This is an optimization exercise on Yosys and OpenROAD, whose aim is small area, not a production implementation.
Function was checked by simulation only, so behaviour that the tests miss may differ from the original.
Power and IR drop assume default switching activity.

==> job 1711: inputs <==
==> flow/design.v <==
module vec_dot_loader #(
  parameter int unsigned EXP_WIDTH = 8,
  parameter int unsigned MAN_WIDTH = 23,
  parameter int          BIAS      = -127,
  parameter int unsigned VEC_SIZE  = 17,
  localparam int unsigned FloatWidth = 1 + EXP_WIDTH + MAN_WIDTH,
  localparam int unsigned VecWidth   = VEC_SIZE * FloatWidth,
  localparam int unsigned CountWidth = $clog2(VEC_SIZE + 1),
  localparam int unsigned IdxWidth   = (VEC_SIZE > 1) ? $clog2(VEC_SIZE) : 1
) (
  input  logic                  clk_i,
  input  logic                  rst_ni,
  input  logic                  in_valid_i,
  output logic                  in_ready_o,
  input  logic [FloatWidth-1:0] in_lhs_i,
  input  logic [FloatWidth-1:0] in_rhs_i,
  input  logic                  in_last_i,
  output logic                  out_valid_o,
  input  logic                  out_ready_i,
  output logic [VecWidth-1:0]   out_lhs_o,
  output logic [VecWidth-1:0]   out_rhs_o,
  output logic [CountWidth-1:0] out_count_o
);
  if (BIAS > 0) begin : g_bias_positive
  end
  logic [VecWidth-1:0]   lhs0_nq, lhs1_nq, rhs0_nq, rhs1_nq;
  logic [CountWidth-1:0] cnt0_q, cnt1_q, cnt0_d, cnt1_d;
  logic [1:0]            full_q, full_d;
  logic                  wr_bank_q, rd_bank_q, rd_bank_d;
  logic [IdxWidth-1:0]   wr_idx_q;
  logic [VEC_SIZE-1:0]   nm0_q, nm1_q, nm0_d, nm1_d;
  logic accept, release_bank, finish;
  logic sel0, sel1, sel0_d, sel1_d;
  assign in_ready_o   = ~full_q[wr_bank_q];
  assign out_valid_o  = full_q[rd_bank_q];
  assign accept       = in_valid_i & in_ready_o;
  assign release_bank = out_valid_o & out_ready_i;
  assign finish       = accept & (in_last_i | (wr_idx_q == IdxWidth'(VEC_SIZE - 1)));
  assign sel0 = full_q[0] & ~rd_bank_q;
  assign sel1 = full_q[1] &  rd_bank_q;
  assign out_count_o = ({CountWidth{sel0}} & cnt0_q) | ({CountWidth{sel1}} & cnt1_q);
  always_comb begin
    full_d = full_q;
    if (finish)       full_d[wr_bank_q] = 1'b1;
    if (release_bank) full_d[rd_bank_q] = 1'b0;
    rd_bank_d = rd_bank_q ^ release_bank;
    cnt0_d = (finish & ~wr_bank_q) ? CountWidth'(wr_idx_q) + CountWidth'(1) : cnt0_q;
    cnt1_d = (finish &  wr_bank_q) ? CountWidth'(wr_idx_q) + CountWidth'(1) : cnt1_q;
    sel0_d = full_d[0] & ~rd_bank_d;
    sel1_d = full_d[1] &  rd_bank_d;
    for (int i = 0; i < int'(VEC_SIZE); i++) begin
      nm0_d[i] = ~(sel0_d & (cnt0_d > CountWidth'(i)));
      nm1_d[i] = ~(sel1_d & (cnt1_d > CountWidth'(i)));
    end
  end
  for (genvar i = 0; i < int'(VEC_SIZE); i++) begin : g_elem
    logic we0, we1;
    assign we0 = accept & ~wr_bank_q & (wr_idx_q == IdxWidth'(i));
    assign we1 = accept &  wr_bank_q & (wr_idx_q == IdxWidth'(i));
    assign out_lhs_o[i*FloatWidth +: FloatWidth] =
        ~((lhs0_nq[i*FloatWidth +: FloatWidth] | {FloatWidth{nm0_q[i]}}) &
          (lhs1_nq[i*FloatWidth +: FloatWidth] | {FloatWidth{nm1_q[i]}}));
    assign out_rhs_o[i*FloatWidth +: FloatWidth] =
        ~((rhs0_nq[i*FloatWidth +: FloatWidth] | {FloatWidth{nm0_q[i]}}) &
          (rhs1_nq[i*FloatWidth +: FloatWidth] | {FloatWidth{nm1_q[i]}}));
    always_ff @(posedge clk_i) begin
      if (we0) begin
        lhs0_nq[i*FloatWidth +: FloatWidth] <= ~in_lhs_i;
        rhs0_nq[i*FloatWidth +: FloatWidth] <= ~in_rhs_i;
      end
      if (we1) begin
        lhs1_nq[i*FloatWidth +: FloatWidth] <= ~in_lhs_i;
        rhs1_nq[i*FloatWidth +: FloatWidth] <= ~in_rhs_i;
      end
    end
  end
  always_ff @(posedge clk_i) begin
    cnt0_q <= cnt0_d;
    cnt1_q <= cnt1_d;
  end
  always_ff @(posedge clk_i or negedge rst_ni) begin
    if (!rst_ni) begin
      full_q    <= '0;
      wr_bank_q <= 1'b0;
      rd_bank_q <= 1'b0;
      wr_idx_q  <= '0;
      nm0_q     <= '1;
      nm1_q     <= '1;
    end else begin
      full_q    <= full_d;
      rd_bank_q <= rd_bank_d;
      nm0_q     <= nm0_d;
      nm1_q     <= nm1_d;
      if (finish)       wr_bank_q <= ~wr_bank_q;
      if (finish)       wr_idx_q  <= '0;
      else if (accept)  wr_idx_q  <= wr_idx_q + IdxWidth'(1);
    end
  end
endmodule
==> flow/flow/run.sh <==
#!/bin/bash
# Standard ORFS layout, with the port buffers made of the smallest buffer and a
# clock tree of small clock buffers without dummy loads.
set -euo pipefail
export BUFFER_PORTS_ARGS="-buffer_cell sky130_fd_sc_hd__buf_1"
export CTS_ARGS="-sink_clustering_enable -repair_clock_nets -dont_use_dummy_load -buf_list {sky130_fd_sc_hd__clkbuf_4 sky130_fd_sc_hd__clkbuf_8} -sink_clustering_size 20"
bash standard.sh > standard.log 2>&1
==> flow/standard.sh <==
#!/bin/bash
# synth_recipe.tcl (not shown) runs the flow's synth.tcl, then flattens the netlist and writes it again
# the make line also repeats each setting of config.mk as NAME=value (left out here)
make -C /OpenROAD-flow-scripts/flow DESIGN_CONFIG=/design/flow/config.mk WORK_HOME=/design/flow/orfs CLKGATE_MAP_FILE= SYNTH_SCRIPT=/design/flow/synth_recipe.tcl "${@:-finish}"
==> flow/config.mk <==
export PLATFORM = sky130hd
export DESIGN_NAME = vec_dot_loader
export DESIGN_NICKNAME = vec_dot_loader
export VERILOG_FILES = /design/flow/design.v
export SDC_FILE = /design/flow/constraint.sdc
export NUM_CORES = 4
export LEC_CHECK = 0
export ABC_AREA = 1
export CAP_MARGIN = 20
export CORE_MARGIN = 2
export CORE_UTILIZATION = 65
export SLEW_MARGIN = 20
==> flow/constraint.sdc <==
create_clock -name core_clock -period 6.0 [get_ports {clk_i}]
set_input_delay 1.2000 -clock core_clock [delete_from_list [all_inputs] [get_ports {clk_i}]]
set_output_delay 1.2000 -clock core_clock [all_outputs]
set_load 0.01 [all_outputs]
==> job 9164 (differences from job 1711) <==
==> flow/design.v, changed modules only <==
module vec_dot_loader #(
  parameter int unsigned EXP_WIDTH = 8,
  parameter int unsigned MAN_WIDTH = 23,
  parameter int          BIAS      = -127,
  parameter int unsigned VEC_SIZE  = 17,
  localparam int unsigned FloatWidth = 1 + EXP_WIDTH + MAN_WIDTH,
  localparam int unsigned VecWidth   = VEC_SIZE * FloatWidth,
  localparam int unsigned CountWidth = $clog2(VEC_SIZE + 1),
  localparam int unsigned IdxWidth   = (VEC_SIZE > 1) ? $clog2(VEC_SIZE) : 1
) (
  input  logic                  clk_i,
  input  logic                  rst_ni,
  input  logic                  in_valid_i,
  output logic                  in_ready_o,
  input  logic [FloatWidth-1:0] in_lhs_i,
  input  logic [FloatWidth-1:0] in_rhs_i,
  input  logic                  in_last_i,
  output logic                  out_valid_o,
  input  logic                  out_ready_i,
  output logic [VecWidth-1:0]   out_lhs_o,
  output logic [VecWidth-1:0]   out_rhs_o,
  output logic [CountWidth-1:0] out_count_o
);
  if (BIAS > 0) begin : g_bias_positive
  end
  logic [VecWidth-1:0]   lhs0_q, lhs0_d, lhs1_q, lhs1_d;
  logic [VecWidth-1:0]   rhs0_q, rhs0_d, rhs1_q, rhs1_d;
  logic [CountWidth-1:0] cnt0_q, cnt0_d, cnt1_q, cnt1_d;
  logic [1:0]            full_q, full_d;
  logic                  wr_bank_q, wr_bank_d;
  logic                  rd_bank_q, rd_bank_d;
  logic [IdxWidth-1:0]   wr_idx_q, wr_idx_d;
  logic accept, release_bank;
  assign in_ready_o   = ~full_q[wr_bank_q];
  assign out_valid_o  = full_q[rd_bank_q];
  assign accept       = in_valid_i & in_ready_o;
  assign release_bank = out_valid_o & out_ready_i;
  assign out_lhs_o   = out_valid_o ? (rd_bank_q ? lhs1_q : lhs0_q) : '0;
  assign out_rhs_o   = out_valid_o ? (rd_bank_q ? rhs1_q : rhs0_q) : '0;
  assign out_count_o = out_valid_o ? (rd_bank_q ? cnt1_q : cnt0_q) : '0;
  always_comb begin
    lhs0_d    = lhs0_q;
    lhs1_d    = lhs1_q;
    rhs0_d    = rhs0_q;
    rhs1_d    = rhs1_q;
    cnt0_d    = cnt0_q;
    cnt1_d    = cnt1_q;
    full_d    = full_q;
    wr_bank_d = wr_bank_q;
    wr_idx_d  = wr_idx_q;
    rd_bank_d = rd_bank_q;
    if (accept) begin
      for (int i = 0; i < int'(VEC_SIZE); i++) begin
        if (wr_idx_q == IdxWidth'(i)) begin
          if (wr_bank_q) begin
            lhs1_d[i*FloatWidth +: FloatWidth] = in_lhs_i;
            rhs1_d[i*FloatWidth +: FloatWidth] = in_rhs_i;
          end else begin
            lhs0_d[i*FloatWidth +: FloatWidth] = in_lhs_i;
            rhs0_d[i*FloatWidth +: FloatWidth] = in_rhs_i;
          end
        end
      end
      if (wr_idx_q == IdxWidth'(VEC_SIZE - 1) || in_last_i) begin
        full_d[wr_bank_q] = 1'b1;
        if (wr_bank_q) cnt1_d = CountWidth'(wr_idx_q) + CountWidth'(1);
        else           cnt0_d = CountWidth'(wr_idx_q) + CountWidth'(1);
        wr_bank_d         = ~wr_bank_q;
        wr_idx_d          = '0;
      end else begin
        wr_idx_d = wr_idx_q + IdxWidth'(1);
      end
    end
    if (release_bank) begin
      if (rd_bank_q) begin
        lhs1_d = '0;
        rhs1_d = '0;
        cnt1_d = '0;
      end else begin
        lhs0_d = '0;
        rhs0_d = '0;
        cnt0_d = '0;
      end
      full_d[rd_bank_q] = 1'b0;
      rd_bank_d         = ~rd_bank_q;
    end
  end
  always_ff @(posedge clk_i or negedge rst_ni) begin
    if (!rst_ni) begin
      lhs0_q    <= '0;
      lhs1_q    <= '0;
      rhs0_q    <= '0;
      rhs1_q    <= '0;
      cnt0_q    <= '0;
      cnt1_q    <= '0;
      full_q    <= '0;
      wr_bank_q <= 1'b0;
      wr_idx_q  <= '0;
      rd_bank_q <= 1'b0;
    end else begin
      lhs0_q    <= lhs0_d;
      lhs1_q    <= lhs1_d;
      rhs0_q    <= rhs0_d;
      rhs1_q    <= rhs1_d;
      cnt0_q    <= cnt0_d;
      cnt1_q    <= cnt1_d;
      full_q    <= full_d;
      wr_bank_q <= wr_bank_d;
      wr_idx_q  <= wr_idx_d;
      rd_bank_q <= rd_bank_d;
    end
  end
endmodule
==> flow/run.sh (new file) <==
#!/bin/bash
# synth_recipe.tcl (not shown) runs the flow's synth.tcl, then flattens the netlist and writes it again
# the make line also repeats each setting of config.mk as NAME=value (left out here)
make -C /OpenROAD-flow-scripts/flow DESIGN_CONFIG=/design/flow/config.mk WORK_HOME=/design/flow/orfs CLKGATE_MAP_FILE= SYNTH_SCRIPT=/design/flow/synth_recipe.tcl finish
ABC_AREA = unset   (was 1)
CORE_UTILIZATION = 40   (was 65)
removed: flow/flow/run.sh
removed: flow/standard.sh
==> job 1682 (differences from job 1711) <==
==> flow/flow/run.sh (replaced) <==
#!/bin/bash
# Standard ORFS layout, with the port buffers made of the smallest buffer and a
# clock tree of small clock buffers without dummy loads.
set -euo pipefail
export BUFFER_PORTS_ARGS="-buffer_cell sky130_fd_sc_hd__buf_1"
export CTS_ARGS="-sink_clustering_enable -repair_clock_nets -dont_use_dummy_load -buf_list {sky130_fd_sc_hd__clkbuf_16} -sink_clustering_size 50 -sink_clustering_max_diameter 50"
bash standard.sh > standard.log 2>&1
CAP_MARGIN = 0   (was 20)
SLEW_MARGIN = 0   (was 20)
==> job 2037 (differences from job 1711) <==
==> flow/flow/run.sh (replaced) <==
#!/bin/bash
# Standard ORFS layout, with the port buffers made of the smallest buffer and a
# clock tree of small clock buffers without dummy loads.
set -euo pipefail
export BUFFER_PORTS_ARGS="-buffer_cell sky130_fd_sc_hd__buf_1"
export CTS_ARGS="-sink_clustering_enable -repair_clock_nets -dont_use_dummy_load -buf_list {sky130_fd_sc_hd__clkbuf_4 sky130_fd_sc_hd__clkbuf_8 sky130_fd_sc_hd__clkbuf_16} -sink_clustering_size 30 -sink_clustering_max_diameter 100"
bash standard.sh > standard.log 2>&1
CAP_MARGIN = 0   (was 20)
CORE_UTILIZATION = 80   (was 65)
PLACE_DENSITY = 0.85   (was unset)
SLEW_MARGIN = 0   (was 20)
==> qor summary <==
|  | job 9164 | job 2037 | job 1711 | job 1682 |
|---|---|---|---|---|
| Outcome | no timing/DRC/antenna violations | did not finish | no timing/DRC/antenna violations | no timing/DRC/antenna violations |
| Last stage reached | - | I/O pin placement (3_2_place_iop) | - | - |
| Met1 capacity usage during global routing | 40.1% | - | 54.1% | 54.1% |
| Setup slack at placement | 1.42 ns | - | 1.56 ns | 1.40 ns |
| Cells after DPL | 14.1k | - | 6459 | 6455 |
| Die Y | 520 um | 312 um | 346 um | 346 um |
| Setup fix buffers added after clock tree synthesis | 0 | - | 0 | 0 |
| Wire length of the first global-routing pass | 602000 um | - | 350000 um | 344000 um |
| M1 WL | 174000 um | - | 82900 um | 83400 um |
| Count of unresolved DRC violations after routing | 0 | - | 0 | 0 |
| Fmax | 0.181 GHz | - | 0.234 GHz | 0.247 GHz |
| DP Wirelength | 272000 um | - | 165000 um | 165000 um |
| Flip-flop and latch power | 18.4 mW | - | 20.1 mW | 20.1 mW |
| Xor/xnor share of the synthesized area | 0.0164% | 0.0115% | 0.0115% | 0.0115% |
| Depth of the critical timing path with buffers and inverters included | 5 | - | 2 | 2 |
| Clock tree from TritonCTS | yes | - | yes | yes |
| First-pass DRT Iterations | 7 | - | 6 | 7 |
| Net Switching | 18.6 mW | - | 13.6 mW | 13.2 mW |
| Final core area utilization | 48.3% | - | 75.6% | 74.6% |
| Endpoint kind of the worst setup timing path | output pin | - | output pin | output pin |
| Seq pwr share | 37.3% | - | 51.7% | 53.1% |
| Highest metal used | met5 | - | met4 | met5 |
| Leakage power of the design | 66.6 nW | - | 27.4 nW | 26.7 nW |
| Synth area leader | sky130_fd_sc_hd__dfrtp_1 | sky130_fd_sc_hd__edfxtp_1 | sky130_fd_sc_hd__edfxtp_1 | sky130_fd_sc_hd__edfxtp_1 |
| Worst Reg-to-Reg Cells | 5 | - | 6 | 6 |

[separate check: timing with driven ports]
How much do the figures lean on ideal ports? The routed layouts below were timed once more, with nothing changed but the port constraints.
Step 1, drivers: a clkbuf_16 drives clk_i and a buf_2 each remaining input, both assumed.
Step 2 times the ports against the registers' clock, not the clock port: input delays grow and output delays shrink by t, the midpoint of the rising clock arrivals with the driver on.
Slacks: ideal ports / drivers / drivers and shift; pairs: ideal ports / drivers.
| run | t (ns) | slack for setup (ns) | worst setup path at the end | clock arrival spread, ns | cell pins on the clock port's net |
|---|---|---|---|---|---|
| job 1711 | 1.038 | 1.734 / 1.655 / 1.491 | input to register | 0.108 / 0.108 | 1 |
| job 9164 | 0.977 | 0.465 / 0.362 / 1.339 | register to output | 0.082 / 0.082 | 1 |
| job 1682 | 0.841 | 1.951 / 1.862 / 1.449 | input to register | 0.070 / 0.070 | 1 |
After both steps every run listed still meets setup and hold. The setup slack of job 1682, which loses most, moves by -0.089 ns with the drivers and by -0.502 ns with both steps.
